What follows belongs to an exercise in optimizing a design on an open flow for small area, a short achievable clock period and few clock cycles per item; a production flow would make more cautious choices.
Function was checked by simulation only, so behaviour that the tests miss may differ from the original.
Power and IR drop assume default switching activity.

<file path="flow/run.sh">
#!/bin/bash
# synth_recipe.tcl (not shown) runs the flow's synth.tcl, then flattens the netlist and writes it again
# the make line also repeats each setting of config.mk as NAME=value (left out here)
make -C /OpenROAD-flow-scripts/flow DESIGN_CONFIG=/design/flow/config.mk WORK_HOME=/design/flow/orfs CLKGATE_MAP_FILE= SYNTH_SCRIPT=/design/flow/synth_recipe.tcl finish
</file>
<file path="flow/config.mk">
export PLATFORM = sky130hd
export DESIGN_NAME = integer_calculator_alu
export DESIGN_NICKNAME = integer_calculator_alu
export VERILOG_FILES = /design/flow/design.v
export SDC_FILE = /design/flow/constraint.sdc
export NUM_CORES = 4
export LEC_CHECK = 0
export CAP_MARGIN = 20
export CORE_MARGIN = 2
export CORE_UTILIZATION = 40
export SLEW_MARGIN = 20
</file>
<file path="flow/constraint.sdc">
create_clock -name core_clock -period 8.0 [get_ports {clk_i}]
set_input_delay 1.6000 -clock core_clock [delete_from_list [all_inputs] [get_ports {clk_i}]]
set_output_delay 1.6000 -clock core_clock [all_outputs]
set_load 0.01 [all_outputs]
</file>
<file path="flow/design.v">
package ica_pkg;
  localparam logic [3:0] OP_ADD  = 4'd0;
  localparam logic [3:0] OP_SUB  = 4'd1;
  localparam logic [3:0] OP_MUL  = 4'd2;
  localparam logic [3:0] OP_DIV  = 4'd3;
  localparam logic [3:0] OP_MOD  = 4'd4;
  localparam logic [3:0] OP_POW  = 4'd5;
  localparam logic [3:0] OP_FACT = 4'd6;
  localparam logic [3:0] OP_GCD  = 4'd7;
  localparam logic [3:0] OP_LCM  = 4'd8;
  localparam logic [2:0] ST_OK       = 3'd0;
  localparam logic [2:0] ST_UNKNOWN  = 3'd1;
  localparam logic [2:0] ST_DIVZERO  = 3'd2;
  localparam logic [2:0] ST_DOMAIN   = 3'd3;
  localparam logic [2:0] ST_OVERFLOW = 3'd4;
  typedef enum logic [2:0] {
    SEL_XY, SEL_ACCX, SEL_XX, SEL_ACCY, SEL_ABS, SEL_AX, SEL_QB
  } sel_e;
  typedef enum logic [2:0] {
    WB_NONE, WB_ACC, WB_SQ, WB_FACT, WB_GCD, WB_TWO
  } wb_e;
  typedef enum logic [2:0] {
    RES_ZERO, RES_ADD, RES_SUB, RES_PROD, RES_QUO, RES_REM, RES_ACC, RES_X
  } res_e;
  typedef struct packed {
    logic       load;
    logic       start;
    logic       div;
    sel_e       sel;
    wb_e        wb;
    logic       fin;
    res_e       res;
    logic [2:0] status;
  } cmd_t;
  typedef struct packed {
    logic a_neg;
    logic b_neg;
    logic a_zero;
    logic b_zero;
    logic b_ones;
    logic a_min;
    logic y_zero;
    logic y_lsb;
    logic acc_zero;
    logic y_gt_a;
    logic busy;
    logic prod_ovf;
  } sts_t;
endpackage
import ica_pkg::*;
module ica_dpath #(
  parameter int DATA_WIDTH = 32
) (
  input  logic          clk_i,
  input  logic          rst_ni,
  input  ica_pkg::cmd_t cmd_i,
  output ica_pkg::sts_t sts_o,
  input  logic [31:0]   operand_a_i,
  input  logic [31:0]   operand_b_i,
  output logic [31:0]   result_value_o,
  output logic [2:0]    status_o
);
  localparam int W    = DATA_WIDTH;
  localparam int CNTW = $clog2(W);
  logic [W-1:0] a_q, b_q, x_q, y_q, acc_q;
  logic [W-1:0] hi_q, lo_q, dv_q;
  logic [CNTW-1:0] cnt_q;
  logic busy_q, div_q;
  logic [W-1:0] res_q;
  logic [2:0]   st_q;
  logic [W-1:0] a_in, b_in, abs_a, abs_b, lo_init, dv_init, res_d;
  logic [W:0]   mul_sum, div_sh, div_diff;
  assign a_in  = W'($signed(operand_a_i));
  assign b_in  = W'($signed(operand_b_i));
  assign abs_a = a_q[W-1] ? (~a_q + W'(1)) : a_q;
  assign abs_b = b_q[W-1] ? (~b_q + W'(1)) : b_q;
  assign mul_sum  = {1'b0, hi_q} + (lo_q[0] ? {1'b0, dv_q} : '0);
  assign div_sh   = {hi_q, lo_q[W-1]};
  assign div_diff = div_sh - {1'b0, dv_q};
  always_comb begin
    unique case (cmd_i.sel)
      SEL_XY:   begin lo_init = x_q;   dv_init = y_q;   end
      SEL_ACCX: begin lo_init = acc_q; dv_init = x_q;   end
      SEL_XX:   begin lo_init = x_q;   dv_init = x_q;   end
      SEL_ACCY: begin lo_init = acc_q; dv_init = y_q;   end
      SEL_ABS:  begin lo_init = abs_a; dv_init = abs_b; end
      SEL_AX:   begin lo_init = a_q;   dv_init = x_q;   end
      SEL_QB:   begin lo_init = lo_q;  dv_init = b_q;   end
      default:  begin lo_init = x_q;   dv_init = y_q;   end
    endcase
  end
  always_ff @(posedge clk_i or negedge rst_ni) begin
    if (!rst_ni) begin
      busy_q <= 1'b0;
      cnt_q  <= '0;
      div_q  <= 1'b0;
    end else if (cmd_i.start) begin
      busy_q <= 1'b1;
      cnt_q  <= '0;
      div_q  <= cmd_i.div;
    end else if (busy_q) begin
      cnt_q <= cnt_q + CNTW'(1);
      if (cnt_q == CNTW'(W - 1)) busy_q <= 1'b0;
    end
  end
  always_ff @(posedge clk_i) begin
    if (cmd_i.start) begin
      hi_q <= '0;
      lo_q <= lo_init;
      dv_q <= dv_init;
    end else if (busy_q) begin
      if (div_q) begin
        hi_q <= div_diff[W] ? div_sh[W-1:0] : div_diff[W-1:0];
        lo_q <= {lo_q[W-2:0], ~div_diff[W]};
      end else begin
        hi_q <= mul_sum[W:1];
        lo_q <= {mul_sum[0], lo_q[W-1:1]};
      end
    end
  end
  always_ff @(posedge clk_i) begin
    if (cmd_i.load) begin
      a_q   <= a_in;
      b_q   <= b_in;
      x_q   <= a_in;
      y_q   <= b_in;
      acc_q <= W'(1);
    end else begin
      unique case (cmd_i.wb)
        WB_ACC:  acc_q <= lo_q;
        WB_SQ:   begin x_q <= lo_q; y_q <= y_q >> 1; end
        WB_FACT: begin acc_q <= lo_q; y_q <= y_q + W'(1); end
        WB_GCD:  begin x_q <= y_q; y_q <= hi_q; end
        WB_TWO:  y_q <= W'(2);
        default: ;
      endcase
    end
  end
  always_comb begin
    unique case (cmd_i.res)
      RES_ADD:  res_d = a_q + b_q;
      RES_SUB:  res_d = a_q - b_q;
      RES_PROD: res_d = lo_q;
      RES_QUO:  res_d = (a_q[W-1] ^ b_q[W-1]) ? (~lo_q + W'(1)) : lo_q;
      RES_REM:  res_d = a_q[W-1] ? (~hi_q + W'(1)) : hi_q;
      RES_ACC:  res_d = acc_q;
      RES_X:    res_d = x_q;
      default:  res_d = '0;
    endcase
  end
  always_ff @(posedge clk_i) begin
    if (cmd_i.fin) begin
      res_q <= res_d;
      st_q  <= cmd_i.status;
    end
  end
  assign result_value_o = 32'($signed(res_q));
  assign status_o       = st_q;
  assign sts_o.a_neg    = a_q[W-1];
  assign sts_o.b_neg    = b_q[W-1];
  assign sts_o.a_zero   = (a_q == '0);
  assign sts_o.b_zero   = (b_q == '0);
  assign sts_o.b_ones   = &b_q;
  assign sts_o.a_min    = (a_q == {1'b1, {(W-1){1'b0}}});
  assign sts_o.y_zero   = (y_q == '0);
  assign sts_o.y_lsb    = y_q[0];
  assign sts_o.acc_zero = (acc_q == '0);
  assign sts_o.y_gt_a   = (y_q > a_q);
  assign sts_o.busy     = busy_q;
  assign sts_o.prod_ovf = (hi_q != '0) || lo_q[W-1];
endmodule
import ica_pkg::*;
module ica_ctrl (
  input  logic          clk_i,
  input  logic          rst_ni,
  input  logic          in_valid_i,
  output logic          in_ready_o,
  input  logic [3:0]    req_type_i,
  output logic          out_valid_o,
  input  logic          out_ready_i,
  output ica_pkg::cmd_t cmd_o,
  input  ica_pkg::sts_t sts_i
);
  localparam logic [3:0] S_IDLE     = 4'd0;
  localparam logic [3:0] S_DEC      = 4'd1;
  localparam logic [3:0] S_MUL_W    = 4'd2;
  localparam logic [3:0] S_DIV_W    = 4'd3;
  localparam logic [3:0] S_POW_CHK  = 4'd4;
  localparam logic [3:0] S_POW_MA   = 4'd5;
  localparam logic [3:0] S_POW_SQ   = 4'd6;
  localparam logic [3:0] S_FACT_CHK = 4'd7;
  localparam logic [3:0] S_FACT_W   = 4'd8;
  localparam logic [3:0] S_GCD_CHK  = 4'd9;
  localparam logic [3:0] S_GCD_W    = 4'd10;
  localparam logic [3:0] S_LCM_DIV  = 4'd11;
  localparam logic [3:0] S_LCM_MUL  = 4'd12;
  localparam logic [3:0] S_DONE     = 4'd13;
  logic [3:0] state_q, state_d;
  logic [3:0] op_q;
  logic       accept;
  assign in_ready_o  = (state_q == S_IDLE);
  assign out_valid_o = (state_q == S_DONE);
  assign accept      = in_valid_i && in_ready_o;
  always_comb begin
    state_d    = state_q;
    cmd_o      = '0;
    cmd_o.sel  = SEL_XY;
    cmd_o.wb   = WB_NONE;
    cmd_o.res  = RES_ZERO;
    cmd_o.status = ST_OK;
    cmd_o.load = accept;
    unique case (state_q)
      S_IDLE: if (accept) state_d = S_DEC;
      S_DEC: begin
        state_d   = S_DONE;
        cmd_o.fin = 1'b1;
        unique case (op_q)
          OP_ADD: cmd_o.res = RES_ADD;
          OP_SUB: cmd_o.res = RES_SUB;
          OP_MUL: begin
            cmd_o.fin   = 1'b0;
            cmd_o.start = 1'b1;
            state_d     = S_MUL_W;
          end
          OP_DIV, OP_MOD: begin
            if (sts_i.b_zero) begin
              cmd_o.status = ST_DIVZERO;
            end else if (op_q == OP_DIV && sts_i.a_min && sts_i.b_ones) begin
              cmd_o.status = ST_OVERFLOW;
            end else begin
              cmd_o.fin   = 1'b0;
              cmd_o.start = 1'b1;
              cmd_o.div   = 1'b1;
              cmd_o.sel   = SEL_ABS;
              state_d     = S_DIV_W;
            end
          end
          OP_POW: begin
            if (sts_i.b_neg) cmd_o.status = ST_DOMAIN;
            else begin
              cmd_o.fin = 1'b0;
              state_d   = S_POW_CHK;
            end
          end
          OP_FACT: begin
            if (sts_i.a_neg) cmd_o.status = ST_DOMAIN;
            else begin
              cmd_o.fin = 1'b0;
              cmd_o.wb  = WB_TWO;
              state_d   = S_FACT_CHK;
            end
          end
          OP_GCD, OP_LCM: begin
            if (sts_i.a_neg || sts_i.b_neg || sts_i.a_zero || sts_i.b_zero) begin
              cmd_o.status = ST_DOMAIN;
            end else begin
              cmd_o.fin = 1'b0;
              state_d   = S_GCD_CHK;
            end
          end
          default: cmd_o.status = ST_UNKNOWN;
        endcase
      end
      S_MUL_W: if (!sts_i.busy) begin
        cmd_o.fin = 1'b1;
        cmd_o.res = RES_PROD;
        state_d   = S_DONE;
      end
      S_DIV_W: if (!sts_i.busy) begin
        cmd_o.fin = 1'b1;
        cmd_o.res = (op_q == OP_DIV) ? RES_QUO : RES_REM;
        state_d   = S_DONE;
      end
      S_POW_CHK: begin
        if (sts_i.y_zero) begin
          cmd_o.fin = 1'b1;
          cmd_o.res = RES_ACC;
          state_d   = S_DONE;
        end else begin
          cmd_o.start = 1'b1;
          cmd_o.sel   = sts_i.y_lsb ? SEL_ACCX : SEL_XX;
          state_d     = sts_i.y_lsb ? S_POW_MA : S_POW_SQ;
        end
      end
      S_POW_MA: if (!sts_i.busy) begin
        cmd_o.wb    = WB_ACC;
        cmd_o.start = 1'b1;
        cmd_o.sel   = SEL_XX;
        state_d     = S_POW_SQ;
      end
      S_POW_SQ: if (!sts_i.busy) begin
        cmd_o.wb = WB_SQ;
        state_d  = S_POW_CHK;
      end
      S_FACT_CHK: begin
        if (sts_i.y_gt_a || sts_i.acc_zero) begin
          cmd_o.fin = 1'b1;
          cmd_o.res = RES_ACC;
          state_d   = S_DONE;
        end else begin
          cmd_o.start = 1'b1;
          cmd_o.sel   = SEL_ACCY;
          state_d     = S_FACT_W;
        end
      end
      S_FACT_W: if (!sts_i.busy) begin
        cmd_o.wb = WB_FACT;
        state_d  = S_FACT_CHK;
      end
      S_GCD_CHK: begin
        if (!sts_i.y_zero) begin
          cmd_o.start = 1'b1;
          cmd_o.div   = 1'b1;
          cmd_o.sel   = SEL_XY;
          state_d     = S_GCD_W;
        end else if (op_q == OP_LCM) begin
          cmd_o.start = 1'b1;
          cmd_o.div   = 1'b1;
          cmd_o.sel   = SEL_AX;
          state_d     = S_LCM_DIV;
        end else begin
          cmd_o.fin = 1'b1;
          cmd_o.res = RES_X;
          state_d   = S_DONE;
        end
      end
      S_GCD_W: if (!sts_i.busy) begin
        cmd_o.wb = WB_GCD;
        state_d  = S_GCD_CHK;
      end
      S_LCM_DIV: if (!sts_i.busy) begin
        cmd_o.start = 1'b1;
        cmd_o.sel   = SEL_QB;
        state_d     = S_LCM_MUL;
      end
      S_LCM_MUL: if (!sts_i.busy) begin
        cmd_o.fin = 1'b1;
        if (sts_i.prod_ovf) cmd_o.status = ST_OVERFLOW;
        else cmd_o.res = RES_PROD;
        state_d = S_DONE;
      end
      S_DONE: if (out_ready_i) state_d = S_IDLE;
      default: state_d = S_IDLE;
    endcase
  end
  always_ff @(posedge clk_i or negedge rst_ni) begin
    if (!rst_ni) begin
      state_q <= S_IDLE;
    end else begin
      state_q <= state_d;
    end
  end
  always_ff @(posedge clk_i) begin
    if (accept) op_q <= req_type_i;
  end
endmodule
import ica_pkg::*;
module integer_calculator_alu #(
  parameter int DATA_WIDTH = 32
) (
  input  logic        clk_i,
  input  logic        rst_ni,
  input  logic        in_valid_i,
  output logic        in_ready_o,
  input  logic [3:0]  req_type_i,
  input  logic [31:0] operand_a_i,
  input  logic [31:0] operand_b_i,
  output logic        out_valid_o,
  input  logic        out_ready_i,
  output logic [31:0] result_value_o,
  output logic [2:0]  status_o
);
  ica_pkg::cmd_t cmd;
  ica_pkg::sts_t sts;
  ica_ctrl u_ctrl (
    .clk_i       (clk_i),
    .rst_ni      (rst_ni),
    .in_valid_i  (in_valid_i),
    .in_ready_o  (in_ready_o),
    .req_type_i  (req_type_i),
    .out_valid_o (out_valid_o),
    .out_ready_i (out_ready_i),
    .cmd_o       (cmd),
    .sts_i       (sts)
  );
  ica_dpath #(
    .DATA_WIDTH (DATA_WIDTH)
  ) u_dpath (
    .clk_i          (clk_i),
    .rst_ni         (rst_ni),
    .cmd_i          (cmd),
    .sts_o          (sts),
    .operand_a_i    (operand_a_i),
    .operand_b_i    (operand_b_i),
    .result_value_o (result_value_o),
    .status_o       (status_o)
  );
endmodule
</file>
==> impl_metrics.yaml <==
outcome:
  status: "complete, no violations"
timing:
  fmax_mhz: 161
  finalMaxSlewViolations: 0
  worst_pin_slew_ps: 1230
  post-route-min-period_ps: 6210
  tns_ps: 0
  setup_slack_ps: 1790
  setup_viol: 0
  rsz0062_at_grt: "no"
  clock_skew_ps: 26.9
  max_slew_margin: 0.178
  finalCritPeriodShare: 0.776
  hold_violations: 0
logic_synthesis:
  synth_nets: 3347
  ys.flop_type: "edfxtp_1"
  synth-async-reset-ratio: 0.0359
  syn-cell-area_mm2: 0.0253
  synthTopCellsByCount: "nand2_1, nor2_1, a21oi_1"
  ys_warn_count: 2
  syn_inst: 3134
  synth.avg_cell_area_um2: 8.06
  ys_seq_area_frac: 0.336
  synth_edf_count: 231
  yosysTopAreaCell: "edfxtp_1"
  synth_most_common_cell: "nand2_1"
  yosysTopAreaCellShare: 0.275
  synth.distinct_cells: 90
  ys_seq_elements: 306
  synth_area_leaders: "edfxtp_1, ha_1, nand2_1"
placement:
  port_buffers: 108
  pre_cts_ws_ps: 1860
  place.gp.congestion: 1.00
  dpl.hpwl_mm: 86.6
critical_path:
  critical_path.cell_chain: "or4b_2 > nor3_1 > nand2_1 > mux2i_1 > fa_1 > a21o_1 > a211oi_1 > or4b_2 > o21ai_0 > a21oi_1 > a31oi_1 > a311o_1 > a21oi_1 > or3_1"
  cp_slowest_cell: "dfrtp_1"
  critPathCaptureType: "flip-flop"
  r2r_slack_ps: 1790
  slowest_delay_ps: 770
  reg2reg_depth: 14
  arrival_ps: 6540
  path_max_fanout: 23
  worstSetupPathType: "flip-flop to flip-flop"
  required_ps: 8330
  crit_path_start_kind: "flip-flop"
cells_and_area:
  fill_cells: 6148
  drive_gt1_frac: 0.0599
  areaGrowthSynthToFinish_pct: 12.9
  fin_nets: 3336
routing:
  vias_per_cell: 6.54
  drtAntennaViolNets: 0
  detailroute.via_count: 26200
  wl_per_cell_um: 28.6
  wirelength_mm: 115
  drtPass1Iterations: 7
  drt_first_iter_violations: 3787
  remaining_drc_errors: 0
floorplanning:
  row_count: 92
  core_mm2: 0.0627
  ios: 109
  die_x_um: 255
  dieArea_mm2: 0.0652
  fp.dieH_um: 255
  start_util: 0.403
power:
  clkPwrFrac: 0.190
  irDropWorstVdd_uv: 403
  internal-power_mw: 5.58
  seqPwrFrac: 0.297
  combPwrFrac: 0.513
  p_switching_mw: 4.97
  power.density_mw_per_mm2: 370
  p_sw_frac: 0.471
  p_leak_nw: 10.7
hold_path:
  min_path_type: "flip-flop to flip-flop"
  min_path_cells: 2
clock_tree:
  clk_path_buf_depth: 3
  clockRootBuffer: "clkbuf_16"
  h-tree-depth: 2
  cts.reportedPaths.clkPinSlew_ps: 60
  cts_hold_buf: 0
  cts_tree: "yes"
  clock-sinks: 306
  post_cts_buffers: 0
  clk_latency_ps: 610
  numCtsBuffers: 41
  ctsResizeCount: 0
global_route:
  busiest_layer: "met2"
  grt_util_met2: 0.513
  grtUsageMet3: 0.0792
  grt_use_total: 0.348
  grt_use_met1: 0.498
  grt_pass1_vias: 24400
  antenna_found_initial: 4
  grt-ovfl-total: 0
  grt_start_max_net_pins: 103
  grt_pass1_wl_mm: 166
flow_run:
  max-cap-violations: 0
## cell usage in the layout, fill, tap and decap left out, types with 15 or more instances in the layout
cell / netlist / routed
inv_1: 120 / 119
buf_4: 1 / 57
nand3_1: 70 / 70
o21ai_0: 216 / 216
nor4_1: 43 / 42
o21a_1: 22 / 22
or4_1: 15 / 15
nand4_1: 48 / 48
o31ai_1: 35 / 35
nand2b_1: 26 / 26
a21o_1: 30 / 30
nor3_1: 95 / 93
a221oi_1: 23 / 23
ha_1: 138 / 138
and2_1: 28 / 28
or3_1: 27 / 27
nand2_1: 379 / 376
edfxtp_1: 231 / 231
a31oi_1: 71 / 71
a21oi_1: 273 / 271
o211ai_1: 29 / 29
dfxtp_1: 64 / 64
a222oi_1: 18 / 18
a22oi_1: 35 / 35
xnor2_1: 85 / 85
a211oi_1: 58 / 58
nor2_1: 297 / 292
mux2i_1: 33 / 33
xor2_1: 77 / 77
nor2b_1: 20 / 20
clkbuf_16: 0 / 41
o22ai_1: 36 / 36
clkdlybuf4s50_1: 0 / 108
and3_1: 47 / 46
## metal layers
metal	vias up	part of all wire
li1	11700	-
met1	12600	0.43
met2	1594	0.42
met3	211	0.11
met4	2	0.037
met5	-	0.000070
## layout make-up
| cell class | count | area (um2) | share of cell area |
|---|---|---|---|
| Antenna cell | 1 | 2.50 | 0.0000878 |
| Clock buffer | 46 | 1060 | 0.0374 |
| Clock inverter | 29 | 354 | 0.0124 |
| Inverter | 123 | 465 | 0.0163 |
| Multi-Input combinational cell | 2485 | 15500 | 0.545 |
| Sequential cell | 306 | 8490 | 0.298 |
| Tap cell | 846 | 1060 | 0.0371 |
| Timing Repair Buffer | 166 | 1530 | 0.0536 |
## stage by stage
stage	hold slack, ps	power [mW]	area, um2	instances	utilization
after floorplan	460	6.59	25300	3134	-
after CTS	499	10.4	28500	4001	0.454
after detailed placement	492	8.35	27100	3926	0.432
final	502	10.6	28500	4002	0.454
after global routing	521	11.2	28500	4001	0.454
after global placement	481	8.24	27100	3926	0.432
## registers in the layout (all words and copies together) (netlist names)
| name | flops |
|---|---|
| u_dpath.a_q | 32 |
| u_dpath.acc_q | 32 |
| u_dpath.b_q | 32 |
| u_dpath.dv_q | 32 |
| u_dpath.hi_q | 32 |
| u_dpath.lo_q | 32 |
| u_dpath.res_q | 32 |
| u_dpath.x_q | 32 |
| u_dpath.y_q | 32 |
| u_dpath.cnt_q | 5 |
| u_ctrl.op_q | 4 |
| u_ctrl.state_q | 4 |
| u_dpath.st_q | 3 |
| u_dpath.busy_q | 1 |
| u_dpath.div_q | 1 |
## critical path, delay by kind of cell, from the launching register on
family          cells  cell delay, ps
fa+ha+maj           1             290
compound gates      7            1670
simple gates        5            2700
flops               1             770
mux                 1             500
## worst paths after layout
kind,startpoint,to
max reg2reg,u_ctrl.state_q[0]$_DFFE_PN0P_,u_dpath.res_q[30]$_DFFE_PP_
min,u_dpath.acc_q[6]$_SDFFE_PP0P_,u_dpath.acc_q[6]$_SDFFE_PP0P_
max,u_ctrl.state_q[0]$_DFFE_PN0P_,u_dpath.res_q[30]$_DFFE_PP_
max in group asynchronous,rst_ni,u_dpath.div_q$_DFFE_PN0P_
min reg2reg,u_dpath.acc_q[6]$_SDFFE_PP0P_,u_dpath.acc_q[6]$_SDFFE_PP0P_
min in group asynchronous,rst_ni,u_ctrl.state_q[3]$_DFFE_PN0P_
## cells by family (layout without fill, tap and decap cells)
| kind of cell | count (synthesis) | after routing | synth area share |
|---|---|---|---|
| adders and majority gates | 141 | 141 | 0.0708 |
| and+or+nand+nor | 1142 | 1142 | 0.213 |
| other | 0 | 1 | 0 |
| muxes | 41 | 41 | 0.0166 |
| buffers and inverters | 343 | 364 | 0.0523 |
| AOI/OAI and AO/OA | 999 | 999 | 0.255 |
| xor gates and xnor gates | 162 | 162 | 0.0562 |
| DFF | 306 | 306 | 0.336 |
## power groups by stage
stage / combinational, mW / sequential (mW) / clock [mW]
4_1_cts: 5.28 / 3.08 / 2.03
2_1_floorplan: 3.93 / 2.66 / 0
3_5_place_dp: 5.25 / 3.10 / 0
3_3_place_gp: 5.16 / 3.08 / 0
6_report: 5.41 / 3.13 / 2.01
5_1_grt: 5.91 / 3.18 / 2.08
Testbench counts, summed over its fixed seeds: cycles 408,799, items 2,400.

[afterwards: timing with drivers on the ports]
The results above use ideal ports. As a check the final layout listed here was re-extracted and re-timed, cells and wires unchanged. Step 1 (the two cells are an assumption about what drives the block):
set clk [get_ports {clk_i}]
set_driving_cell -lib_cell sky130_fd_sc_hd__clkbuf_16 $clk
set_driving_cell -lib_cell sky130_fd_sc_hd__buf_2 [delete_from_list [all_inputs] $clk]
Step 2 times the ports against the registers' clock, not the clock port: input delays grow and output delays shrink by t, the midpoint of the rising clock arrivals with the driver on. a / b / c = ideal / step 1 / step 2; a / b = the first two.
t, ns: 0.658
slack for setup (ns): 1.793 / 1.793 / 1.793
worst setup path after step 2: register to register
worst data-port slew with drivers (ns): 0.09
cell pins on the clock port's net: 1
After both steps setup and hold are still met in this run. For this run, drivers alone change the setup slack by 0.000 ns; drivers and shift together by 0.000 ns.
